What follows belongs to an exercise in optimizing a design on an open flow for small area; a production flow would make more cautious choices.
Only simulation tests tie the RTL to the original design; equivalence was not proved.
Power and IR drop assume default switching activity.

==> design/flow/design.v <==
package ssf_pkg;
  localparam int unsigned PKT_LEN = 14;
  localparam logic [7:0]  HDR0    = 8'hAA;
  localparam logic [7:0]  HDR1    = 8'hBB;
  localparam logic [31:0] GAIN_HIGH_RST = 32'd818241123;
  localparam logic [31:0] GAIN_MID_RST  = 32'd314988190;
  localparam logic [31:0] GAIN_LOW_RST  = 32'd135601952;
  localparam logic [27:0] OFF_HIGH_RST  = 28'd90706372;
  localparam logic [27:0] OFF_MID_RST   = 28'd87672737;
  localparam logic [27:0] OFF_LOW_RST   = 28'd81147724;
  localparam logic [15:0] PERIOD_RST    = 16'd100;
  localparam logic [15:0] WINDOW_RST    = 16'd1000;
  localparam logic [31:0] GNRM_HIGH_RST = 32'hC315798C;   
  localparam logic [31:0] GNRM_MID_RST  = 32'h9632B4F0;   
  localparam logic [31:0] GNRM_LOW_RST  = 32'h8151F200;   
  localparam logic [4:0]  GLZ_HIGH_RST  = 5'd2;
  localparam logic [4:0]  GLZ_MID_RST   = 5'd3;
  localparam logic [4:0]  GLZ_LOW_RST   = 5'd4;
endpackage
module ssf_front (
  input  logic        clk_i,
  input  logic        rst_ni,
  input  logic        acc_i,
  input  logic        first_i,
  input  logic [63:0] now_i,
  input  logic [8:0]  cnt_i,
  input  logic        ok_i,
  input  logic [15:0] per_i,
  input  logic [15:0] win_i,
  input  logic        start_i,
  output logic        pend_o,
  output logic [63:0] stamp_o
);
  logic [63:0] s_q, s_d;
  logic [23:0] np;
  logic [15:0] pg;
  logic [63:0] d, e;
  logic        b, over, resync;
  logic [63:0] base, step;
  always_comb begin
    np = cnt_i[8] ? {per_i, 8'b0} : 24'(cnt_i[7:0] * per_i);
    {b, d} = {1'b0, now_i} - {1'b0, s_q};
    e      = b ? ~d : d;
    over   = (e[63:16] != '0) || ({e[15:0], b} > {win_i, 1'b0});
    resync = first_i && ((s_q == '0) || over);
    pg     = ok_i ? 16'd0 : per_i;
    base   = now_i - 64'(np) + 64'(pg);
    step   = s_q + 64'(per_i);
    s_d    = s_q;
    if (acc_i && resync) begin
      s_d = base;
    end else if ((acc_i && !ok_i) || start_i) begin
      s_d = step;
    end
  end
  always_ff @(posedge clk_i or negedge rst_ni) begin
    if (!rst_ni) begin
      s_q    <= '0;
      pend_o <= 1'b0;
    end else begin
      s_q <= s_d;
      if (acc_i && ok_i) begin
        pend_o <= 1'b1;
      end else if (start_i) begin
        pend_o <= 1'b0;
      end
    end
  end
  assign stamp_o = s_q;
endmodule
module ssf_norm (
  input  logic [31:0] d_i,
  output logic [31:0] n_o,
  output logic [4:0]  lz_o
);
  logic [31:0] s16, s8, s4, s2;
  always_comb begin
    lz_o[4] = (d_i[31:16] == '0);
    s16     = lz_o[4] ? {d_i[15:0], 16'b0} : d_i;
    lz_o[3] = (s16[31:24] == '0);
    s8      = lz_o[3] ? {s16[23:0], 8'b0} : s16;
    lz_o[2] = (s8[31:28] == '0);
    s4      = lz_o[2] ? {s8[27:0], 4'b0} : s8;
    lz_o[1] = (s4[31:30] == '0);
    s2      = lz_o[1] ? {s4[29:0], 2'b0} : s4;
    lz_o[0] = !s2[31];
    n_o     = lz_o[0] ? {s2[30:0], 1'b0} : s2;
  end
endmodule
module ssf_float (
  input  logic        clk_i,
  input  logic        rst_ni,
  input  logic        load_i,
  input  logic [11:0] mv_i,
  input  logic [1:0]  mode_i,
  input  logic [95:0] gn_i,
  input  logic [14:0] glz_i,
  input  logic [83:0] off_i,
  input  logic        f_free_i,
  output logic        free_o,
  output logic        f_wr_o,
  output logic [31:0] f_o
);
  localparam logic [1:0] PH_IDLE = 2'd0;
  localparam logic [1:0] PH_MUL  = 2'd1;
  localparam logic [1:0] PH_DIV  = 2'd2;
  localparam logic [1:0] PH_DONE = 2'd3;
  logic [1:0]  ph_q;
  logic [2:0]  dc_q;
  logic [31:0] acc_q;
  logic [27:0] x_q;
  logic        l1_q, stk_q;
  logic [6:0]  rem_q;
  logic [1:0]  r_q;
  logic        sgn_q, zero_q;
  logic [7:0]  e0_q;
  logic [1:0]  r;
  logic [27:0] off, mvs, mag;
  logic        neg;
  logic [4:0]  pd;
  logic [1:0]  sh;
  logic [27:0] xl;
  always_comb begin
    r   = (mode_i == 2'd3) ? 2'd2 : mode_i;
    off = off_i[28*r +: 28];
    mvs = {mv_i, 16'b0};
    neg = (mvs < off);
    mag = neg ? off - mvs : mvs - off;
    pd  = '0;
    for (int i = 0; i < 28; i++) begin
      if (mag[i]) pd = 5'(i);
    end
    sh  = ~pd[1:0];
    xl  = mag << sh;
  end
  logic [31:0] g;
  logic [35:0] sum;
  logic        mul_last;
  always_comb begin
    g        = gn_i[32*r_q +: 32];
    sum      = {4'b0, acc_q} + 36'(x_q[3:0]) * 36'(g);
    mul_last = (x_q[27:4] == '0);
  end
  logic        dfirst;
  logic [6:0]  rin;
  logic [4:0]  din, q5;
  logic [6:0]  rr;
  logic [7:0]  t;
  always_comb begin
    dfirst = (dc_q == 3'd0);
    rin    = dfirst ? {1'b0, acc_q[31:26]} : rem_q;
    din    = dfirst ? acc_q[25:21] : acc_q[29:25];
    rr     = rin;
    for (int i = 4; i >= 0; i--) begin
      t = {rr, din[i]};
      if (t >= 8'd125) begin
        q5[i] = 1'b1;
        rr    = 7'(t - 8'd125);
      end else begin
        q5[i] = 1'b0;
        rr    = t[6:0];
      end
    end
  end
  logic [29:0] qv;
  logic [23:0] mant;
  logic        guard, sticky, up;
  logic [24:0] mr;
  logic [1:0]  lq;
  logic [7:0]  ex;
  always_comb begin
    qv = acc_q[29:0];
    if (qv[29]) begin
      lq = 2'd2; mant = qv[29:6]; guard = qv[5]; sticky = |qv[4:0];
    end else if (qv[28]) begin
      lq = 2'd1; mant = qv[28:5]; guard = qv[4]; sticky = |qv[3:0];
    end else begin
      lq = 2'd0; mant = qv[27:4]; guard = qv[3]; sticky = |qv[2:0];
    end
    sticky = sticky || (rem_q != '0) || stk_q;
    up     = guard && (sticky || mant[0]);
    mr     = {1'b0, mant} + 25'(up);
    ex     = e0_q + 8'(lq) + 8'(mr[24]);
    f_o    = zero_q ? '0 : {sgn_q, ex, mr[22:0]};
  end
  assign free_o = (ph_q == PH_IDLE) || ((ph_q == PH_DONE) && f_free_i);
  assign f_wr_o = (ph_q == PH_DONE) && f_free_i;
  always_ff @(posedge clk_i or negedge rst_ni) begin
    if (!rst_ni) begin
      ph_q <= PH_IDLE;
      dc_q <= '0;
    end else begin
      if (load_i) begin
        ph_q <= PH_MUL;
        dc_q <= '0;
      end else begin
        case (ph_q)
          PH_MUL: if (mul_last) ph_q <= PH_DIV;
          PH_DIV: begin
            dc_q <= dc_q + 1'b1;
            if (dc_q == 3'd5) ph_q <= PH_DONE;
          end
          PH_DONE: if (f_free_i) ph_q <= PH_IDLE;
          default: ;
        endcase
      end
    end
  end
  always_ff @(posedge clk_i) begin
    if (load_i) begin
      acc_q  <= '0;
      x_q    <= xl;
      l1_q   <= 1'b0;
      stk_q  <= 1'b0;
      r_q    <= r;
      sgn_q  <= neg;
      zero_q <= (mag == '0) || !gn_i[32*r + 31];
      e0_q   <= 8'd108 + 8'(pd) - 8'(glz_i[5*r +: 5]);
    end else if (ph_q == PH_MUL) begin
      acc_q <= sum[35:4];
      x_q   <= x_q >> 4;
      l1_q  <= sum[3];
      stk_q <= stk_q || l1_q || (sum[2:0] != '0);
    end else if (ph_q == PH_DIV) begin
      rem_q <= rr;
      if (dfirst) begin
        acc_q[29:0] <= {acc_q[20:0], l1_q, 3'b000, q5};
      end else begin
        acc_q[29:0] <= {acc_q[24:0], q5};
      end
    end
  end
endmodule
module ssf_serial (
  input  logic        clk_i,
  input  logic        rst_ni,
  input  logic        pend_i,
  input  logic [63:0] stamp_i,
  output logic        start_o,
  input  logic        f_wr_i,
  input  logic [31:0] f_i,
  output logic        f_free_o,
  input  logic        pop_i,
  output logic        empty_o,
  output logic [7:0]  byte_o,
  output logic        last_o
);
  logic        act_q, fv_q;
  logic [3:0]  idx_q;
  logic [63:0] t_q;
  logic [31:0] f_q;
  logic        fwait, take, last;
  logic [111:0] bytes;
  assign last     = (idx_q == 4'd13);
  assign fwait    = !fv_q && (idx_q >= 4'd2) && (idx_q <= 4'd5);
  assign empty_o  = !act_q || fwait;
  assign take     = pop_i && !empty_o;
  assign start_o  = pend_i && (!act_q || (take && last));
  assign f_free_o = !fv_q;
  assign last_o   = last;
  assign bytes  = {t_q, f_q, ssf_pkg::HDR1, ssf_pkg::HDR0};
  assign byte_o = bytes[8*idx_q +: 8];
  always_ff @(posedge clk_i or negedge rst_ni) begin
    if (!rst_ni) begin
      act_q <= 1'b0;
      fv_q  <= 1'b0;
      idx_q <= '0;
    end else begin
      if (start_o) begin
        act_q <= 1'b1;
        idx_q <= '0;
      end else if (take) begin
        if (last) begin
          act_q <= 1'b0;
        end
        idx_q <= idx_q + 1'b1;
      end
      if (f_wr_i) begin
        fv_q <= 1'b1;
      end else if (take && (idx_q == 4'd5)) begin
        fv_q <= 1'b0;
      end
    end
  end
  always_ff @(posedge clk_i) begin
    if (start_o) begin
      t_q <= stamp_i;
    end
    if (f_wr_i) begin
      f_q <= f_i;
    end
  end
endmodule
module scope_sample_framer (
  input  logic        clk_i,
  input  logic        rst_ni,
  input  logic        push,
  output logic        full,
  input  logic        first_of_chunk_i,
  input  logic [63:0] current_time_us_i,
  input  logic [8:0]  chunk_samples_i,
  input  logic [1:0]  gain_mode_i,
  input  logic        channel_ok_i,
  input  logic [11:0] calibrated_mv_i,
  output logic        empty,
  input  logic        pop,
  output logic [7:0]  out_byte_o,
  output logic        last_of_packet_o,
  input  logic        cfg_we_i,
  input  logic [2:0]  cfg_idx_i,
  input  logic [31:0] cfg_wdata_i
);
  logic [95:0] gn_q;
  logic [14:0] glz_q;
  logic [83:0] off_q;
  logic [15:0] per_q, win_q;
  logic [31:0] wn;
  logic [4:0]  wlz;
  logic        pend, eng_free, accept, m_accept, start;
  logic [63:0] stamp;
  logic        f_free, f_wr;
  logic [31:0] fbits;
  ssf_norm u_norm (
    .d_i  (cfg_wdata_i),
    .n_o  (wn),
    .lz_o (wlz)
  );
  always_ff @(posedge clk_i or negedge rst_ni) begin
    if (!rst_ni) begin
      gn_q[31:0]  <= ssf_pkg::GNRM_HIGH_RST;
      gn_q[63:32]  <= ssf_pkg::GNRM_MID_RST;
      gn_q[95:64]  <= ssf_pkg::GNRM_LOW_RST;
      glz_q[4:0] <= ssf_pkg::GLZ_HIGH_RST;
      glz_q[9:5] <= ssf_pkg::GLZ_MID_RST;
      glz_q[14:10] <= ssf_pkg::GLZ_LOW_RST;
      off_q[27:0] <= ssf_pkg::OFF_HIGH_RST;
      off_q[55:28] <= ssf_pkg::OFF_MID_RST;
      off_q[83:56] <= ssf_pkg::OFF_LOW_RST;
      per_q    <= ssf_pkg::PERIOD_RST;
      win_q    <= ssf_pkg::WINDOW_RST;
    end else if (cfg_we_i) begin
      case (cfg_idx_i)
        3'd0: begin gn_q[31:0] <= wn; glz_q[4:0] <= wlz; end
        3'd1: begin gn_q[63:32] <= wn; glz_q[9:5] <= wlz; end
        3'd2: begin gn_q[95:64] <= wn; glz_q[14:10] <= wlz; end
        3'd3: off_q[27:0] <= cfg_wdata_i[27:0];
        3'd4: off_q[55:28] <= cfg_wdata_i[27:0];
        3'd5: off_q[83:56] <= cfg_wdata_i[27:0];
        3'd6: per_q    <= cfg_wdata_i[15:0];
        default: win_q <= cfg_wdata_i[15:0];
      endcase
    end
  end
  assign full     = pend || !eng_free;
  assign accept   = push && !full;
  assign m_accept = accept && channel_ok_i;
  ssf_front u_front (
    .clk_i   (clk_i),
    .rst_ni  (rst_ni),
    .acc_i   (accept),
    .first_i (first_of_chunk_i),
    .now_i   (current_time_us_i),
    .cnt_i   (chunk_samples_i),
    .ok_i    (channel_ok_i),
    .per_i   (per_q),
    .win_i   (win_q),
    .start_i (start),
    .pend_o  (pend),
    .stamp_o (stamp)
  );
  ssf_float u_float (
    .clk_i    (clk_i),
    .rst_ni   (rst_ni),
    .load_i   (m_accept),
    .mv_i     (calibrated_mv_i),
    .mode_i   (gain_mode_i),
    .gn_i     (gn_q),
    .glz_i    (glz_q),
    .off_i    (off_q),
    .f_free_i (f_free),
    .free_o   (eng_free),
    .f_wr_o   (f_wr),
    .f_o      (fbits)
  );
  ssf_serial u_serial (
    .clk_i    (clk_i),
    .rst_ni   (rst_ni),
    .pend_i   (pend),
    .stamp_i  (stamp),
    .start_o  (start),
    .f_wr_i   (f_wr),
    .f_i      (fbits),
    .f_free_o (f_free),
    .pop_i    (pop),
    .empty_o  (empty),
    .byte_o   (out_byte_o),
    .last_o   (last_of_packet_o)
  );
endmodule
==> design/flow/run.sh <==
#!/bin/bash
# synth_recipe.tcl (not shown) runs the flow's synth.tcl, then flattens the netlist and writes it again
# the make line also repeats each setting of config.mk as NAME=value (left out here)
make -C /OpenROAD-flow-scripts/flow DESIGN_CONFIG=/design/flow/config.mk WORK_HOME=/design/flow/orfs CLKGATE_MAP_FILE= SYNTH_SCRIPT=/design/flow/synth_recipe.tcl finish
==> design/flow/config.mk <==
export PLATFORM = sky130hd
export DESIGN_NAME = scope_sample_framer
export DESIGN_NICKNAME = scope_sample_framer
export VERILOG_FILES = /design/flow/design.v
export SDC_FILE = /design/flow/constraint.sdc
export NUM_CORES = 4
export LEC_CHECK = 0
export CAP_MARGIN = 20
export CORE_MARGIN = 2
export CORE_UTILIZATION = 40
export SLEW_MARGIN = 20
==> design/flow/constraint.sdc <==
create_clock -name core_clock -period 10.0 [get_ports {clk_i}]
set_input_delay 2.0000 -clock core_clock [delete_from_list [all_inputs] [get_ports {clk_i}]]
set_output_delay 2.0000 -clock core_clock [all_outputs]
set_load 0.01 [all_outputs]
==> results of run 1 <==
==> flip-flops by register name, indices dropped and copies added, names as in the netlist, 2 cells and up <==
signal          count
u_serial.idx_q      4
u_serial.t_q       64
off_q              84
u_float.rem_q       7
u_float.e0_q        8
gn_q               96
u_front.s_q        64
u_float.x_q        28
u_serial.f_q       32
per_q              16
u_float.r_q         2
u_float.ph_q        2
win_q              16
u_float.acc_q      32
u_float.dc_q        3
glz_q              15
==> per-stage QoR <==
step                      power, W  instance area [um^2]  std cells  hold slack [ns]   util
final                       0.0128                 52000       6862            0.475  0.457
after global routing        0.0140                 52000       6862            0.493  0.457
after CTS                   0.0127                 51700       6857            0.481  0.454
after detailed placement    0.0102                 49600       6744            0.470  0.435
after global placement      0.0101                 49500       6743            0.460  0.435
after floorplan            0.00788                 45800       5168            0.437      -
==> placed cells by master, fill, tap and decap left out, types with 158 or more instances in the layout <==
cell       n
a21o_1   162
xnor2_1  216
buf_4    184
nand2_1  591
fa_1     196
inv_1    407
mux2_2   158
a21oi_1  317
mux2i_1  298
o21ai_0  335
dfrtp_1  211
ha_1     306
nor2_1   283
==> cell families (layout without fill, tap and decap cells) <==
kind of cell,count (synthesis),after routing,share of synthesized area
AOI/OAI and AO/OA,1178,1178,0.160
adders and majority gates,510,510,0.172
xor gates and xnor gates,312,312,0.0599
buffers and inverters,665,847,0.0552
DFF,480,480,0.277
and+or+nand+nor,1545,1545,0.161
muxes,478,478,0.115
==> metal layers <==
metal / global-route usage / wire [um] / part of all wire / vias up
met4: 0.0631 / 3820 / 0.029 / 0
met1: 0.310 / 61000 / 0.46 / 18500
met5: 0 / 0 / 0 / -
li1: - / - / - / 18300
met2: 0.369 / 61600 / 0.47 / 887
met3: 0.0225 / 6000 / 0.045 / 199
==> path summary, 6_finish.rpt <==
kind | start | end | slack (ns) | cells past startpoint
worst max-delay path | chunk_samples_i[3] | u_front.s_q[58]$_DFFE_PN0P_ | 0.38 | 45
worst min-delay path | gn_q[57]$_DFFE_PN1P_ | gn_q[57]$_DFFE_PN1P_ | 0.48 | 2
worst max register to register | u_float.dc_q[0]$_DFFE_PN0N_ | u_float.rem_q[2]$_DFFE_PP_ | 0.76 | 31
worst min register to register | gn_q[57]$_DFFE_PN1P_ | gn_q[57]$_DFFE_PN1P_ | 0.48 | 2
max in group asynchronous | rst_ni | u_front.s_q[49]$_DFFE_PN0P_ | 7.19 | 2
min in group asynchronous | rst_ni | off_q[75]$_DFFE_PN0P_ | 1.34 | 1
==> timing repair <==
action / CTS / global route
endpoints found under the hold margin: 0 / 0
resized for setup: 22 / 62
setup endpoints to repair: 22 / 21
pin swaps: 13 / 60
setup buffers: 3 / 5
==> power groups by stage <==
stage,sequential (W),clock [W],combinational [W]
after floorplan,0.00238,0,0.00549
after global placement,0.00247,0,0.00766
after detailed placement,0.00248,0,0.00777
after CTS,0.00244,0.00237,0.00786
after global routing,0.00247,0.00244,0.00905
final,0.00244,0.00232,0.00806
==> critical path, delay by kind of cell <==
family / cells / cell delay [ns]
fa+ha+maj: 7 / 2.76
compound gates: 23 / 3.85
xor+xnor: 2 / 0.27
mux: 2 / 0.18
simple gates: 5 / 0.43
buf+inv: 6 / 0.69
==> area by class of cell <==
class                      instances  area (um^2)  area share
timing repair buffer             328         2840      0.0547
tap                             1512         1890      0.0364
sequential                       480        12700       0.244
clock buffer                      81         1650      0.0317
inverter                         409         1540      0.0295
multi-input combinational       4023        31000       0.595
clock inverter                    29          452     0.00868
==> flow_metrics.tcl, run 1 <==
set metrics [dict create \
    cts-buffers-inserted 58 \
    layout-area-overhead-vs-synth_pct 13.7 \
    post_drt_via_cell_ratio 5.53 \
    floorplan.core_area_um2 114000 \
    number_of_nets_produced_by_synthesis 5807 \
    postSynthRegisterBits 480 \
    p_per_area_nw_per_um2 247 \
    ant_nets 0 \
    grt_first_pass_wirelength_um 209000 \
    switchingPower_w 0.00530 \
    globalRouteOverflowTotal 0 \
    critical_path.endpoint_type "flip-flop" \
    antenna-diode-count 0 \
    nets_finish 5939 \
    setup.worst_path.class "input port to flip-flop" \
    cp.required_ns 10.56 \
    cell_internal_pwr_w 0.00753 \
    synthMostInstantiatedCell "nand2_1" \
    layout-drive-gt1-share 0.126 \
    final_sum_of_negative_setup_slack_ns 0 \
    first_pass_iters 5 \
    max_clock_freq_ghz 0.104 \
    largest_net_degree_at_the_start_of_global_routing 137 \
    cp.arrival_ns 10.18 \
    globalplace.congestion 0.914 \
    final.fill_count 11200 \
    vias 37900 \
    synth_edf_count 143 \
    synth.lib_cells_used.distinct 92 \
    gate_power_share 0.628 \
    share_of_synthesized_area_occupied_by_flip_flops_and_latches 0.277 \
    drt-initial-drc-count 2700 \
    cts-root-to-sink-buffers 3 \
    timing.final.hold_violations 0 \
    synth_cells 5168 \
    min_period_over_period 0.962 \
    worst_pin_slew_ns 1.08 \
    floorplan.die_area_um2 117000 \
    synth.top_cells.by_area "dfrtp_1 12%, edfxtp_1 9.4%, fa_1 8.6%" \
    maxSlewHeadroom 0.277 \
    syn-cell-area_um2 45700 \
    switching_portion_of_total_power 0.413 \
    ctsHoldBuffers 0 \
    outcome "no timing/DRC/antenna violations" \
    cts_root_buffer "clkbuf_16" \
    placement_rows 124 \
    netlist.area_leader.share 0.116 \
    async_reset_ff_frac 0.631 \
    floorplan.initialDensity 0.402 \
    timing.critical_path.fanout_max 6 \
    place.detailed.hpwl_um 101000 \
    setup_viol_count_final 0 \
    number_of_remaining_drc_errors 0 \
    antenna_violations_before_repair 2 \
    hold_path_class "flip-flop to flip-flop" \
    port_buffers 139 \
    power.ir.vdd_worst_mv 0.273 \
    finalWirelength_um 132000 \
    floorplan.die.width_um 342 \
    leakage_power_nw 23.6 \
    globalRouteTotalUtil 0.223 \
    worst_setup_slack_after_placement_ns -1.47 \
    die_height_um 342 \
    synth-main-ff-cell "dfrtp_1" \
    synth.cells.most_frequent "595 x nand2_1, 409 x inv_1, 350 x o21ai_0" \
    cp-start-kind "input port" \
    final.min_clock_period_ns 9.62 \
    setup_slack_ns 0.375 \
    cpPeakStageDelay_ns 0.54 \
    p_seq_frac 0.190 \
    finClkSkew_ns 0.0632 \
    final-max-slew-violation-count 0 \
    drv.max_cap_violation_count 0 \
    crit_slowest_cell "fa_1" \
    clk_pin_slew_worst_paths_ns 0.06 \
    top_level_ports 140 \
    cts.sink_count 480 \
    first_global_vias 37500 \
    share_clk_of_total_power 0.181 \
    synth_top_area_cell "dfrtp_1" \
    detail_route.wl_per_cell_um 19.3 \
    skew_pair_late_insertion_delay_ns 0.68 \
    cts_h_tree_depth 2 \
    avgSynthCellArea_um2 8.85 \
    ys.warnings.count 5 \
    cts_tree "done" \
]
==> run 2, diff against run 1 <==
--- a/design/flow/config.mk
+++ b/design/flow/config.mk
@@ -7,5 +7,5 @@
 export LEC_CHECK = 0
 export CAP_MARGIN = 20
 export CORE_MARGIN = 2
-export CORE_UTILIZATION = 40
+export CORE_UTILIZATION = 65
 export SLEW_MARGIN = 20
==> flow_metrics.tcl, run 2 <==
set metrics [dict create \
    finClkSkew_ns 0.0315 \
    avgSynthCellArea_um2 8.85 \
    synth_cells 5168 \
    layout-drive-gt1-share 0.124 \
    worst_pin_slew_ns 1.14 \
    synth.top_cells.by_area "dfrtp_1 12%, edfxtp_1 9.4%, fa_1 8.6%" \
    layout-area-overhead-vs-synth_pct 11.5 \
    largest_reg_flops 96 \
    floorplan.core_area_um2 69900 \
    cts_root_buffer "clkbuf_16" \
    synth_edf_count 143 \
    skew_pair_late_insertion_delay_ns 0.62 \
    critical_path.endpoint_type "flip-flop" \
    drt-initial-drc-count 3544 \
    number_of_remaining_drc_errors 0 \
    regMostFlops "gn_q" \
    setup_viol_count_final 0 \
    final.fill_count 5551 \
    clk_pin_slew_worst_paths_ns 0.06 \
    async_reset_ff_frac 0.631 \
    outcome "no timing/DRC/antenna violations" \
    share_of_synthesized_area_occupied_by_flip_flops_and_latches 0.277 \
    first_global_vias 37000 \
    cpPeakStageDelay_ns 0.53 \
    first_pass_iters 9 \
    timing.final.hold_violations 0 \
    cts-root-to-sink-buffers 3 \
    cp.required_ns 10.49 \
    worst_setup_slack_after_placement_ns -1.43 \
    cp-start-kind "input port" \
    max_clock_freq_ghz 0.103 \
    cts_tree "done" \
    vias 38500 \
    cts-buffers-inserted 54 \
    most-common-layout-cells "591 x nand2_1, 402 x inv_1, 338 x o21ai_0, 321 x a21oi_1, 306 x ha_1" \
    top_level_ports 140 \
    synth-main-ff-cell "dfrtp_1" \
    place.detailed.hpwl_um 95900 \
    crit_slowest_cell "fa_1" \
    floorplan.die.width_um 269 \
    cts_h_tree_depth 2 \
    detail_route.wl_per_cell_um 20.1 \
    ant_nets 0 \
    largest_net_degree_at_the_start_of_global_routing 160 \
    globalRouteTotalUtil 0.340 \
    setup.worst_path.class "input port to flip-flop" \
    cts.sink_count 480 \
    final.min_clock_period_ns 9.66 \
    hold_path_class "flip-flop to flip-flop" \
    cp.arrival_ns 10.16 \
    min_period_over_period 0.966 \
    finalCoreUtilization 0.730 \
    postSynthRegisterBits 480 \
    worst-r2r-setup-slack_ns 1.07 \
    largest_registers "gn_q (96), off_q (84)" \
    floorplan.initialDensity 0.654 \
    netlist.area_leader.share 0.116 \
    placement_rows 97 \
    grt_first_pass_wirelength_um 199000 \
    number_of_nets_produced_by_synthesis 5807 \
    final_sum_of_negative_setup_slack_ns 0 \
    final_common_cell "nand2_1" \
    final-max-slew-violation-count 0 \
    antenna_violations_before_repair 1 \
    die_height_um 269 \
    finalWirelength_um 126000 \
    globalplace.congestion 0.947 \
    post_drt_via_cell_ratio 6.14 \
    power.ir.vdd_worst_mv 0.360 \
    synth.cells.most_frequent "595 x nand2_1, 409 x inv_1, 350 x o21ai_0" \
    drv.max_cap_violation_count 0 \
    p_per_area_nw_per_um2 248 \
    synth.lib_cells_used.distinct 92 \
    floorplan.die_area_um2 72500 \
    port_buffers 139 \
    setup_slack_ns 0.338 \
    synth_top_area_cell "dfrtp_1" \
    globalRouteOverflowTotal 0 \
    maxSlewHeadroom 0.242 \
    synthMostInstantiatedCell "nand2_1" \
    timing.critical_path.fanout_max 5 \
    nets_finish 5931 \
    ys.warnings.count 5 \
    p_total_w 0.0126 \
    leakage_power_nw 23.5 \
    syn-cell-area_um2 45700 \
]
==> run 2: cell count changes in the layout (fill, tap and decap cells not counted), sizes merged <==
cell / previous run / this run
diode: 0 / 1
bufinv: 10 / 4
inv: 409 / 413
buf: 194 / 190
clkinv: 14 / 15
clkbuf: 82 / 74
==> run 2: power by group <==
part | leakage (nW) | switching (W) | internal (W)
Clock | 0.865 | 0.000863 | 0.00116
Combinational | 17.8 | 0.00436 | 0.00382
Sequential | 4.84 | 0.000157 | 0.00228
==> run 2: through the flow <==
step | instance area [um^2] | hold WS (ns) | instances
finish | 51000 | 0.478 | 6278
global placement | 48800 | 0.460 | 6169
global route | 51000 | 0.498 | 6277
floorplan | 45800 | 0.437 | 5168
CTS | 50700 | 0.481 | 6271
detailed placement | 48900 | 0.469 | 6170
==> run 2: layout make-up <==
cell class              count  area [um^2]  share of cell area
multi-input cells        4023        30900               0.606
inverters                 409         1540              0.0301
clock buffers              73         1500              0.0293
clock inverters            28          295             0.00579
well taps                 940         1180              0.0231
diodes                      1         2.50           0.0000491
flip-flops and latches    480        12700               0.248
repair buffers            324         2910              0.0571
==> run 2: logic make-up (layout without fill, tap and decap cells) <==
family                     Yosys count  in the layout  share of synthesized area
and+or+nand+nor                   1545           1545                      0.161
AOI/OAI and AO/OA                 1178           1178                      0.160
buffers and inverters              665            834                     0.0552
adders and majority gates          510            510                      0.172
DFF                                480            480                      0.277
muxes                              478            478                      0.115
xor gates and xnor gates           312            312                     0.0599
other                                0              1                          0
==> run 2: worst max-delay path: cells and delay by family <==
kind,cells,cell delay [ns]
mux,2,0.17
simple gates,7,1.02
compound gates,19,3.56
xor+xnor,2,0.26
fa+ha+maj,7,2.77
buf+inv,4,0.36
==> run 2: final timing paths <==
kind / endpoint / cells past startpoint / start
setup reg to reg: u_float.rem_q[3]$_DFFE_PP_ / 31 / u_float.dc_q[1]$_DFFE_PN0N_
min in group asynchronous: gn_q[92]$_DFFE_PN0P_ / 1 / rst_ni
hold / removal: glz_q[5]$_DFFE_PN1P_ / 2 / glz_q[5]$_DFFE_PN1P_
setup / recovery: u_front.s_q[63]$_DFFE_PN0P_ / 41 / chunk_samples_i[2]
max in group asynchronous: gn_q[82]$_DFFE_PN0P_ / 2 / rst_ni
hold reg to reg: glz_q[5]$_DFFE_PN1P_ / 2 / glz_q[5]$_DFFE_PN1P_
==> run 2: timing repair <==
| item | 4_1_cts | 5_1_grt |
|---|---|---|
| hold buffers | 0 | 0 |
| cloned | 0 | 0 |
| setup buffers | 0 | 3 |
| resized for setup | 24 | 61 |
| endpoints found under the setup margin | 25 | 25 |
| pin swaps | 19 | 52 |
==> run 2: routing by layer <==
metal	vias to the layer above	track usage	routed length, um
met1	18600	0.462	53500
li1	18300	-	-
met2	1322	0.552	58300
met3	256	0.0571	9370
met4	2	0.122	4720
met5	-	0	13

==> what the ideal ports hide <==
Ports are ideal in the flow. The routed layouts listed here were re-timed in OpenROAD. Step 1 sets driving cells, clkbuf_16 on the clock port and buf_2 on the other inputs (assumed; they add their load-dependent delay and slew). Step 2 adds t to the input delays and takes it off the output delays; t is the mean of the earliest and latest rising clock arrival at the registers after step 1. Input paths then give back, and output paths get back, about the clock's delay inside the block. Three values: ideal, step 1, step 2; two values: the first two.
| run | t, ns | slack for setup (ns) | worst slew at a driven data input, ns |
|---|---|---|---|
| run 1 | 0.720 | 0.375 / 0.428 / -0.292 | 0.06 |
| run 2 | 0.675 | 0.338 / 0.386 / -0.289 | 0.05 |
Met with ideal ports but missed after step 2: setup timing in run 1 and run 2. The setup slack of run 1, which loses most, moves by +0.053 ns with the drivers and by -0.667 ns with both steps.
